Source: an optimization exercise on an open RTL-to-GDS flow (aim: small area, a short achievable clock period and few clock cycles per item). Production flows keep margins and buffers that such runs may drop.
Power is estimated from default activity; no workload was simulated.

==> module pool_engine, before the edit <==
module pool_engine (
	input  logic        clk,
	input  logic        rst,
	input  logic        i_start,
	input  logic [19:0] i_cfg,	 
	input  logic        i_in_valid,
	input  logic [15:0] i_in_data,
	output logic        o_in_credit,
	output logic        o_out_valid,
	output logic [15:0] o_out_data,
	input  logic        i_out_credit,
	output logic        o_busy,
	output logic        o_done
);
	logic        busy_q;	 
	logic        op_q;	 
	logic [2:0]  sh_q;	 
	logic [3:0]  mask_q;	 
	logic [15:0] rem_q;	 
	logic        rem1_q;	 
	logic [15:0] fifo_mem [4];
	logic [1:0]  wr_ptr;
	logic [3:0]  rd_sel;	 
	logic [3:0]  occ;	 
	logic [15:0] head;
	logic [3:0]  atom_q;	 
	logic        nfirst_q;	 
	logic        nlast_q;	 
	logic        nword0_q;	 
	logic [3:0]  chan_q;	 
	logic        ch15_q;	 
	logic [3:0]  since_q;	 
	logic        aligned_q;	 
	logic [3:0]  used_q;	 
	logic        pop, win_end;
	logic [3:0]  atom_nx;
	logic [15:0] rem_dec;
	logic [19:0] acc;	 
	logic [6:0]  lo_sum;
	logic        w_v;
	logic [5:0]  w_lo;
	logic [9:0]  w_hi;	 
	logic        w_c6;	 
	logic        w_gtlo;	 
	logic        gt;	 
	logic        w_last, w_final;
	logic [19:0] ring [16];
	logic        s2_v, s2_final;
	assign pop     = occ[0] && (!nword0_q || aligned_q) && (nlast_q || !used_q[3]);
	assign win_end = !nlast_q && ch15_q;
	assign atom_nx = nlast_q ? atom_q + 4'd1 : 4'd0;
	assign head    = ({16{rd_sel[0]}} & fifo_mem[0]) | ({16{rd_sel[1]}} & fifo_mem[1]) |
	                 ({16{rd_sel[2]}} & fifo_mem[2]) | ({16{rd_sel[3]}} & fifo_mem[3]);
	assign acc     = nfirst_q ? ring[14] : 20'd0;
	assign lo_sum  = {1'b0, acc[5:0]} + {1'b0, head[5:0]};
	assign gt      = w_v && ((w_hi > ring[15][15:6]) || ((w_hi == ring[15][15:6]) && w_gtlo));
	always_comb begin
		for (int i = 0; i < 16; i++) begin
			rem_dec[i] = rem_q[i] ^ ~|(rem_q & ((16'd1 << i) - 16'd1));
		end
	end
	always_ff @(posedge clk) begin
		for (int k = 0; k < 4; k++) begin
			if (!occ[3] && (wr_ptr == 2'(k))) begin
				fifo_mem[k] <= i_in_data;
			end
		end
	end
	always_ff @(posedge clk or posedge rst) begin
		if (rst) begin
			op_q        <= 1'b0;
			sh_q        <= 3'd0;
			mask_q      <= 4'd0;
			rem_q       <= 16'd0;
			rem1_q      <= 1'b0;
			wr_ptr      <= 2'd0;
			rd_sel      <= 4'd1;
			occ         <= 4'd0;
			w_v         <= 1'b0;
			atom_q      <= 4'd0;
			nfirst_q    <= 1'b0;
			nlast_q     <= 1'b0;
			nword0_q    <= 1'b0;
			chan_q      <= 4'd0;
			ch15_q      <= 1'b0;
			aligned_q   <= 1'b0;
			used_q      <= 4'd0;
			w_last      <= 1'b0;
			w_final     <= 1'b0;
			s2_v        <= 1'b0;
			s2_final    <= 1'b0;
			busy_q      <= 1'b0;
		end else begin
			if (i_in_valid) begin
				wr_ptr <= wr_ptr + 2'd1;
			end
			case ({i_in_valid, pop})
				2'b10:   occ <= {occ[2:0], 1'b1};
				2'b01:   occ <= {1'b0, occ[3:1]};
				default: ;
			endcase
			w_v <= pop;
			if (!busy_q) begin
				op_q    <= i_cfg[19];
				sh_q    <= i_cfg[19] ? i_cfg[18:16] : 3'd0;
				mask_q  <= 4'((5'd1 << i_cfg[18:16]) - 5'd1);
				nlast_q <= (i_cfg[18:16] != 3'd0);
				rem_q   <= i_cfg[15:0];
				rem1_q  <= (i_cfg[15:0] == 16'd1);
			end else if (pop && win_end) begin
				rem_q   <= rem_dec;
				rem1_q  <= (rem_q == 16'd2);
			end
			if (pop) begin
				rd_sel   <= {rd_sel[2:0], rd_sel[3]};
				chan_q   <= chan_q + 4'd1;
				ch15_q   <= (chan_q == 4'd14);
				nword0_q <= !win_end;
				if (ch15_q) begin
					atom_q   <= atom_nx;
					nfirst_q <= nlast_q;
					nlast_q  <= (atom_nx != mask_q);
				end
			end
			aligned_q <= pop || (since_q == 4'd15);
			case ({pop && !nlast_q, i_out_credit})
				2'b10:   used_q <= {used_q[2:0], 1'b1};
				2'b01:   used_q <= {1'b0, used_q[3:1]};
				default: ;
			endcase
			w_last      <= pop && !nlast_q;
			w_final     <= pop && win_end && rem1_q;
			s2_v        <= w_last;
			s2_final    <= w_final;
			busy_q      <= busy_q ? !s2_final : i_start;
		end
	end
	always_ff @(posedge clk) begin
		o_in_credit <= pop;
		o_out_valid <= s2_v;
		o_done      <= s2_final;
		o_busy      <= busy_q ? !s2_final : i_start;
	end
	always_ff @(posedge clk) begin
		since_q  <= pop ? 4'd0 : since_q + 4'd1;
		w_lo     <= head[5:0];
		w_hi     <= pop ? head[15:6] : 10'd0;
		w_c6     <= pop && op_q && lo_sum[6];
		w_gtlo   <= (head[5:0] > acc[5:0]);
		ring[0]  <= op_q ? {ring[15][19:6] + {4'd0, w_hi} + {13'd0, w_c6}, ring[15][5:0]}
		                 : {4'd0, gt ? {w_hi, w_lo} : ring[15][15:0]};
		for (int i = 1; i < 15; i++) begin
			ring[i] <= ring[i-1];
		end
		ring[15] <= !pop ? ring[14] : op_q ? {acc[19:6], lo_sum[5:0]} : acc;
		o_out_data <= 16'(ring[0] >> sh_q);
	end
endmodule
Settings: LEC_CHECK=0, ABC_CLOCK_PERIOD_IN_PS=2000, CAP_MARGIN=20, CORE_MARGIN=2, CORE_UTILIZATION=65, CTS_BUF_LIST=sky130_fd_sc_hd__clkbuf_8, CTS_CLUSTER_DIAMETER=40, CTS_CLUSTER_SIZE=16, SETUP_SLACK_MARGIN=3.7, SLEW_MARGIN=20; clock period 6.0 ns.
standard.sh (not shown) runs the stock make flow with config.mk's settings and CLKGATE_MAP_FILE= SYNTH_SCRIPT=/design/flow/synth_recipe.tcl, a recipe that flattens the netlist after the stock synthesis.
==> flow/flow/run.sh <==
#!/bin/bash
# The standard layout (standard.sh), with port buffers and clock tree options set here.
set -euo pipefail
export BUFFER_PORTS_ARGS="-buffer_cell sky130_fd_sc_hd__buf_2"
export CTS_ARGS="-sink_clustering_enable -repair_clock_nets -sink_clustering_size 16 -sink_clustering_max_diameter 40 -buf_list sky130_fd_sc_hd__clkbuf_8 -root_buf sky130_fd_sc_hd__clkbuf_16 -dont_use_dummy_load"
bash standard.sh > standard.log 2>&1
The first run produced a clean layout.
==> next run, changes <==
--- a/flow/design.v
+++ b/flow/design.v
@@ -52,13 +52,12 @@
 	logic [3:0]  atom_nx;
 	logic [15:0] rem_dec;
 	logic [19:0] acc;	 
-	logic [6:0]  lo_sum;
+	logic [10:0] lo_sum;
 	logic        w_v;
-	logic [5:0]  w_lo;
-	logic [9:0]  w_hi;	 
-	logic        w_c6;	 
-	logic        w_gtlo;	 
-	logic        gt;	 
+	logic [9:0]  w_lo;
+	logic [5:0]  w_hi;	 
+	logic        w_c10;	 
+	logic        w_gt;	 
 	logic        w_last, w_final;
 	logic [19:0] ring [16];
 	logic        s2_v, s2_final;
@@ -68,8 +67,7 @@
 	assign head    = ({16{rd_sel[0]}} & fifo_mem[0]) | ({16{rd_sel[1]}} & fifo_mem[1]) |
 	                 ({16{rd_sel[2]}} & fifo_mem[2]) | ({16{rd_sel[3]}} & fifo_mem[3]);
 	assign acc     = nfirst_q ? ring[14] : 20'd0;
-	assign lo_sum  = {1'b0, acc[5:0]} + {1'b0, head[5:0]};
-	assign gt      = w_v && ((w_hi > ring[15][15:6]) || ((w_hi == ring[15][15:6]) && w_gtlo));
+	assign lo_sum  = {1'b0, acc[9:0]} + {1'b0, head[9:0]};
 	always_comb begin
 		for (int i = 0; i < 16; i++) begin
 			rem_dec[i] = rem_q[i] ^ ~|(rem_q & ((16'd1 << i) - 16'd1));
@@ -159,16 +157,16 @@
 	end
 	always_ff @(posedge clk) begin
 		since_q  <= pop ? 4'd0 : since_q + 4'd1;
-		w_lo     <= head[5:0];
-		w_hi     <= pop ? head[15:6] : 10'd0;
-		w_c6     <= pop && op_q && lo_sum[6];
-		w_gtlo   <= (head[5:0] > acc[5:0]);
-		ring[0]  <= op_q ? {ring[15][19:6] + {4'd0, w_hi} + {13'd0, w_c6}, ring[15][5:0]}
-		                 : {4'd0, gt ? {w_hi, w_lo} : ring[15][15:0]};
+		w_lo     <= head[9:0];
+		w_hi     <= pop ? head[15:10] : 6'd0;
+		w_c10    <= pop && op_q && lo_sum[10];
+		w_gt     <= pop && (head > acc[15:0]);
+		ring[0]  <= op_q ? {ring[15][19:10] + {4'd0, w_hi} + {9'd0, w_c10}, ring[15][9:0]}
+		                 : {4'd0, w_gt ? {w_hi, w_lo} : ring[15][15:0]};
 		for (int i = 1; i < 15; i++) begin
 			ring[i] <= ring[i-1];
 		end
-		ring[15] <= !pop ? ring[14] : op_q ? {acc[19:6], lo_sum[5:0]} : acc;
+		ring[15] <= !pop ? ring[14] : op_q ? {acc[19:10], lo_sum[9:0]} : acc;
 		o_out_data <= 16'(ring[0] >> sh_q);
 	end
 endmodule
After rerunning:
- clock power stays flat
- power goes up by 6.3%
- maximum frequency goes down by 1.3%
- final area goes up by 2.0%
- via count goes up by 2.7%
- die area stays flat
- worst setup slack degrades by 32 ps
- final cell count goes up by 0.73%
- non-clock buffer count goes up by 5
- wire length goes up by 0.55%
No functional check of the RTL was part of any run of this note.


== JK ==
The RTL this note starts from:
==> flow/design.v <==
`timescale 1ns/100ps
package pool_pkg;
	typedef logic [16-1:0] word_t;
	typedef logic [16*16-1:0] atom_t;
	typedef logic [16+4-1:0] sum_t;
	typedef enum logic {
		POOL_MAX = 1'b0,	 
		POOL_AVE = 1'b1	 
	} pool_op_e;
	typedef struct packed {
		pool_op_e    op;
		logic [2:0]  win_shift;	 
		logic [15:0] n_windows;	 
	} pool_cfg_t;
endpackage
`timescale 1ns/100ps
module pool_engine (
	input  logic        clk,
	input  logic        rst,
	input  logic        i_start,
	input  logic [19:0] i_cfg,	 
	input  logic        i_in_valid,
	input  logic [15:0] i_in_data,
	output logic        o_in_credit,
	output logic        o_out_valid,
	output logic [15:0] o_out_data,
	input  logic        i_out_credit,
	output logic        o_busy,
	output logic        o_done
);
	logic        busy_q;	 
	logic        op_q;	 
	logic [2:0]  ws_q;	 
	logic [15:0] rem_q;	 
	logic [3:0]  mask;	 
	logic [15:0] head_q;
	logic        hv_q;	 
	logic [15:0] mem [3];
	logic [2:0]  wr_sel;	 
	logic [2:0]  rd_sel;	 
	logic [2:0]  mocc;	 
	logic [15:0] mem_rd;
	logic        load_head, from_mem, to_mem;
	logic [3:0]  atom_q;	 
	logic        nfirst_q;	 
	logic        nlast_q;	 
	logic        nword0_q;	 
	logic [3:0]  chan_q;	 
	logic        ch15_q;	 
	logic [3:0]  since_q;	 
	logic        aligned_q;	 
	logic [3:0]  used_q;	 
	logic        pop, win_end;
	logic [3:0]  atom_nx;
	logic [15:0] rem_dec;
	logic        premask;	 
	logic [12:0] lo_sum;
	logic        gt;
	logic [11:0] w_lo;
	logic [3:0]  w_hi;	 
	logic        w_c;	 
	logic        w_gt;	 
	logic [2:0]  w_sh;	 
	logic        w_last, w_final;
	logic [19:0] ring [16];
	logic [19:0] nxt;	 
	assign mask    = 4'((5'd1 << ws_q) - 5'd1);
	assign pop     = hv_q && (!nword0_q || aligned_q) && (nlast_q || !used_q[3]);
	assign win_end = !nlast_q && ch15_q;
	assign atom_nx = nlast_q ? atom_q + 4'd1 : 4'd0;
	assign load_head = !hv_q || pop;
	assign from_mem  = load_head && mocc[0];
	assign to_mem    = i_in_valid && !(load_head && !mocc[0]);
	assign mem_rd    = ({16{rd_sel[0]}} & mem[0]) | ({16{rd_sel[1]}} & mem[1]) |
	                   ({16{rd_sel[2]}} & mem[2]);
	assign lo_sum  = {1'b0, ring[14][11:0]} + {1'b0, head_q[11:0]};
	assign nxt     = op_q ? {ring[15][19:12] + {4'd0, w_hi} + {7'd0, w_c}, ring[15][11:0]}
	                      : {4'd0, w_gt ? {w_hi, w_lo} : ring[15][15:0]};
	assign o_out_data = ring[0][15:0];
	assign gt      = (head_q > ring[14][15:0]);
	assign premask = !((pop && ch15_q) ? nlast_q : nfirst_q) &&
	                 (!(pop ? !win_end : nword0_q) || pop || (since_q == 4'd15));
	always_comb begin
		for (int i = 0; i < 16; i++) begin
			rem_dec[i] = rem_q[i] ^ ~|(rem_q & ((16'd1 << i) - 16'd1));
		end
	end
	always_ff @(posedge clk) begin
		for (int k = 0; k < 3; k++) begin
			if (!mocc[2] && wr_sel[k]) begin
				mem[k] <= i_in_data;
			end
		end
		if (load_head) begin
			head_q <= from_mem ? mem_rd : i_in_data;
		end
	end
	always_ff @(posedge clk or posedge rst) begin
		if (rst) begin
			hv_q     <= 1'b0;
			wr_sel   <= 3'd1;
			rd_sel   <= 3'd1;
			mocc     <= 3'd0;
			atom_q   <= 4'd0;
			nfirst_q <= 1'b0;
			nword0_q <= 1'b0;
			chan_q   <= 4'd0;
			ch15_q   <= 1'b0;
			used_q   <= 4'd0;
			w_last   <= 1'b0;
			w_final  <= 1'b0;
			busy_q   <= 1'b0;
		end else begin
			if (load_head) begin
				hv_q <= mocc[0] || i_in_valid;
			end
			if (to_mem) begin
				wr_sel <= {wr_sel[1:0], wr_sel[2]};
			end
			if (from_mem) begin
				rd_sel <= {rd_sel[1:0], rd_sel[2]};
			end
			case ({to_mem, from_mem})
				2'b10:   mocc <= {mocc[1:0], 1'b1};
				2'b01:   mocc <= {1'b0, mocc[2:1]};
				default: ;
			endcase
			if (pop) begin
				chan_q   <= chan_q + 4'd1;
				ch15_q   <= (chan_q == 4'd14);
				nword0_q <= !win_end;
				if (ch15_q) begin
					atom_q   <= atom_nx;
					nfirst_q <= nlast_q;
				end
			end
			case ({pop && !nlast_q, i_out_credit})
				2'b10:   used_q <= {used_q[2:0], 1'b1};
				2'b01:   used_q <= {1'b0, used_q[3:1]};
				default: ;
			endcase
			w_last   <= pop && !nlast_q;
			w_final  <= pop && win_end && (rem_q == 16'd1);
			busy_q   <= busy_q ? !w_final : i_start;
		end
	end
	always_ff @(posedge clk) begin
		if (!busy_q) begin
			op_q    <= i_cfg[19];
			ws_q    <= i_cfg[18:16];
			rem_q   <= i_cfg[15:0];
			nlast_q <= (i_cfg[18:16] != 3'd0);
		end else begin
			if (pop && win_end) begin
				rem_q <= rem_dec;
			end
			if (pop && ch15_q) begin
				nlast_q <= (atom_nx != mask);
			end
		end
	end
	always_ff @(posedge clk) begin
		o_in_credit <= pop;
		o_out_valid <= w_last;
		o_done      <= w_final;
		o_busy      <= busy_q ? !w_final : i_start;
	end
	always_ff @(posedge clk) begin
		since_q   <= pop ? 4'd0 : since_q + 4'd1;
		aligned_q <= pop || (since_q == 4'd15);
		w_lo      <= head_q[11:0];
		w_hi      <= pop ? head_q[15:12] : 4'd0;
		w_c       <= pop && op_q && lo_sum[12];
		w_gt      <= pop && !op_q && gt;
		w_sh      <= (pop && op_q && !nlast_q) ? ws_q : 3'd0;
		ring[15]  <= {ring[14][19:12], (pop && op_q) ? lo_sum[11:0] : ring[14][11:0]};
		ring[0]   <= nxt >> w_sh;
		for (int i = 1; i < 14; i++) begin
			ring[i] <= ring[i-1];
		end
		ring[14]  <= premask ? 20'd0 : ring[13];
	end
endmodule
clock: 6.0 ns
lec_check: 0
abc_clock_period_in_ps: 2000
cap_margin: 20
core_margin: 2
core_utilization: 65
cts_buf_list: sky130_fd_sc_hd__clkbuf_8
cts_cluster_diameter: 40
cts_cluster_size: 16
setup_slack_margin: 3.9
slew_margin: 20
Scripts as last shown in full above: flow/flow/run.sh
> inputs changed (JK -> MS)
--- a/flow/design.v
+++ b/flow/design.v
@@ -33,6 +33,7 @@
 	logic [2:0]  ws_q;	 
 	logic [15:0] rem_q;	 
 	logic [3:0]  mask;	 
+	logic [2:0]  sh;	 
 	logic [15:0] head_q;
 	logic        hv_q;	 
 	logic [15:0] mem [3];
@@ -54,17 +55,19 @@
 	logic [3:0]  atom_nx;
 	logic [15:0] rem_dec;
 	logic        premask;	 
-	logic [12:0] lo_sum;
+	logic [10:0] lo_sum;
 	logic        gt;
-	logic [11:0] w_lo;
-	logic [3:0]  w_hi;	 
+	logic [9:0]  w_lo;
+	logic [5:0]  w_hi;	 
 	logic        w_c;	 
 	logic        w_gt;	 
-	logic [2:0]  w_sh;	 
 	logic        w_last, w_final;
 	logic [19:0] ring [16];
 	logic [19:0] nxt;	 
 	assign mask    = 4'((5'd1 << ws_q) - 5'd1);
+	assign nxt     = op_q ? {ring[15][19:10] + {4'd0, w_hi} + {9'd0, w_c}, ring[15][9:0]}
+	                      : {4'd0, w_gt ? {w_hi, w_lo} : ring[15][15:0]};
+	assign sh      = op_q ? ws_q : 3'd0;
 	assign pop     = hv_q && (!nword0_q || aligned_q) && (nlast_q || !used_q[3]);
 	assign win_end = !nlast_q && ch15_q;
 	assign atom_nx = nlast_q ? atom_q + 4'd1 : 4'd0;
@@ -73,10 +76,7 @@
 	assign to_mem    = i_in_valid && !(load_head && !mocc[0]);
 	assign mem_rd    = ({16{rd_sel[0]}} & mem[0]) | ({16{rd_sel[1]}} & mem[1]) |
 	                   ({16{rd_sel[2]}} & mem[2]);
-	assign lo_sum  = {1'b0, ring[14][11:0]} + {1'b0, head_q[11:0]};
-	assign nxt     = op_q ? {ring[15][19:12] + {4'd0, w_hi} + {7'd0, w_c}, ring[15][11:0]}
-	                      : {4'd0, w_gt ? {w_hi, w_lo} : ring[15][15:0]};
-	assign o_out_data = ring[0][15:0];
+	assign lo_sum  = {1'b0, ring[14][9:0]} + {1'b0, head_q[9:0]};
 	assign gt      = (head_q > ring[14][15:0]);
 	assign premask = !((pop && ch15_q) ? nlast_q : nfirst_q) &&
 	                 (!(pop ? !win_end : nword0_q) || pop || (since_q == 4'd15));
@@ -168,16 +168,16 @@
 	always_ff @(posedge clk) begin
 		since_q   <= pop ? 4'd0 : since_q + 4'd1;
 		aligned_q <= pop || (since_q == 4'd15);
-		w_lo      <= head_q[11:0];
-		w_hi      <= pop ? head_q[15:12] : 4'd0;
-		w_c       <= pop && op_q && lo_sum[12];
+		w_lo      <= head_q[9:0];
+		w_hi      <= pop ? head_q[15:10] : 6'd0;
+		w_c       <= pop && op_q && lo_sum[10];
 		w_gt      <= pop && !op_q && gt;
-		w_sh      <= (pop && op_q && !nlast_q) ? ws_q : 3'd0;
-		ring[15]  <= {ring[14][19:12], (pop && op_q) ? lo_sum[11:0] : ring[14][11:0]};
-		ring[0]   <= nxt >> w_sh;
+		ring[15]  <= {ring[14][19:10], (pop && op_q) ? lo_sum[9:0] : ring[14][9:0]};
+		ring[0]   <= nxt;
 		for (int i = 1; i < 14; i++) begin
 			ring[i] <= ring[i-1];
 		end
 		ring[14]  <= premask ? 20'd0 : ring[13];
+		o_out_data <= 16'(nxt >> sh);
 	end
 endmodule
==> comparison <==
On number of vias per cell after detailed routing, the higher figure sits with MS, not JK.
Comparing minimum clock period for JK and MS, the bigger number came from MS.
Instance count on the critical path ended up 2 higher on MS than on JK.
Routed wire length grows by a few percent when moving from JK to MS.
Cmp MS vs JK: die boundary height higher in MS
Between JK and MS, the flow reports number of placed instances with taps included increasing by a few percent.
MS was carried through to the last stage, and its layout satisfied the timing, design-rule and antenna checks.
JK closes out successfully: all stages finished, all timing, DRC and antenna checks passed.
Area added between synthesis and finish ended up 1.9 points lower on MS than on JK.
Relative to JK, final worst setup slack has decreased by 0.27 ns in MS.
No functional check of the RTL was part of any run of this note.

what the ideal ports hide:
In the flow no input, the clock included, has a driving cell. The finished layouts below were timed again as built, in two steps. Step 1 (the two cells are an assumption about what drives the block):
set clk [get_ports {clk}]
set_driving_cell -lib_cell sky130_fd_sc_hd__clkbuf_16 $clk
set_driving_cell -lib_cell sky130_fd_sc_hd__buf_2 [delete_from_list [all_inputs] $clk]
Step 2 times the ports against the registers' clock, not the clock port: input delays grow and output delays shrink by t, the midpoint of the rising clock arrivals with the driver on. Slacks: ideal ports / drivers / drivers and shift; pairs: ideal ports / drivers.
| run | shift t [ns] | setup WS [ns] | clock arrival spread, ns | worst data-port slew with drivers (ns) | cell pins on the clock port's net |
|---|---|---|---|---|---|
| the first run of note 1 | 0.523 | 3.625 / 3.625 / 3.338 | 0.076 / 0.076 | 0.05 | 1 |
| the second run of note 1 | 0.530 | 3.593 / 3.593 / 3.593 | 0.059 / 0.059 | 0.04 | 1 |
| JK | 0.531 | 3.737 / 3.737 / 3.737 | 0.066 / 0.066 | 0.04 | 1 |
| MS | 0.523 | 3.472 / 3.472 / 3.472 | 0.081 / 0.081 | 0.04 | 1 |
After both steps every run listed still meets setup and hold. For the first run of note 1, which loses most, drivers alone change the setup slack by 0.000 ns; drivers and shift together by -0.287 ns.
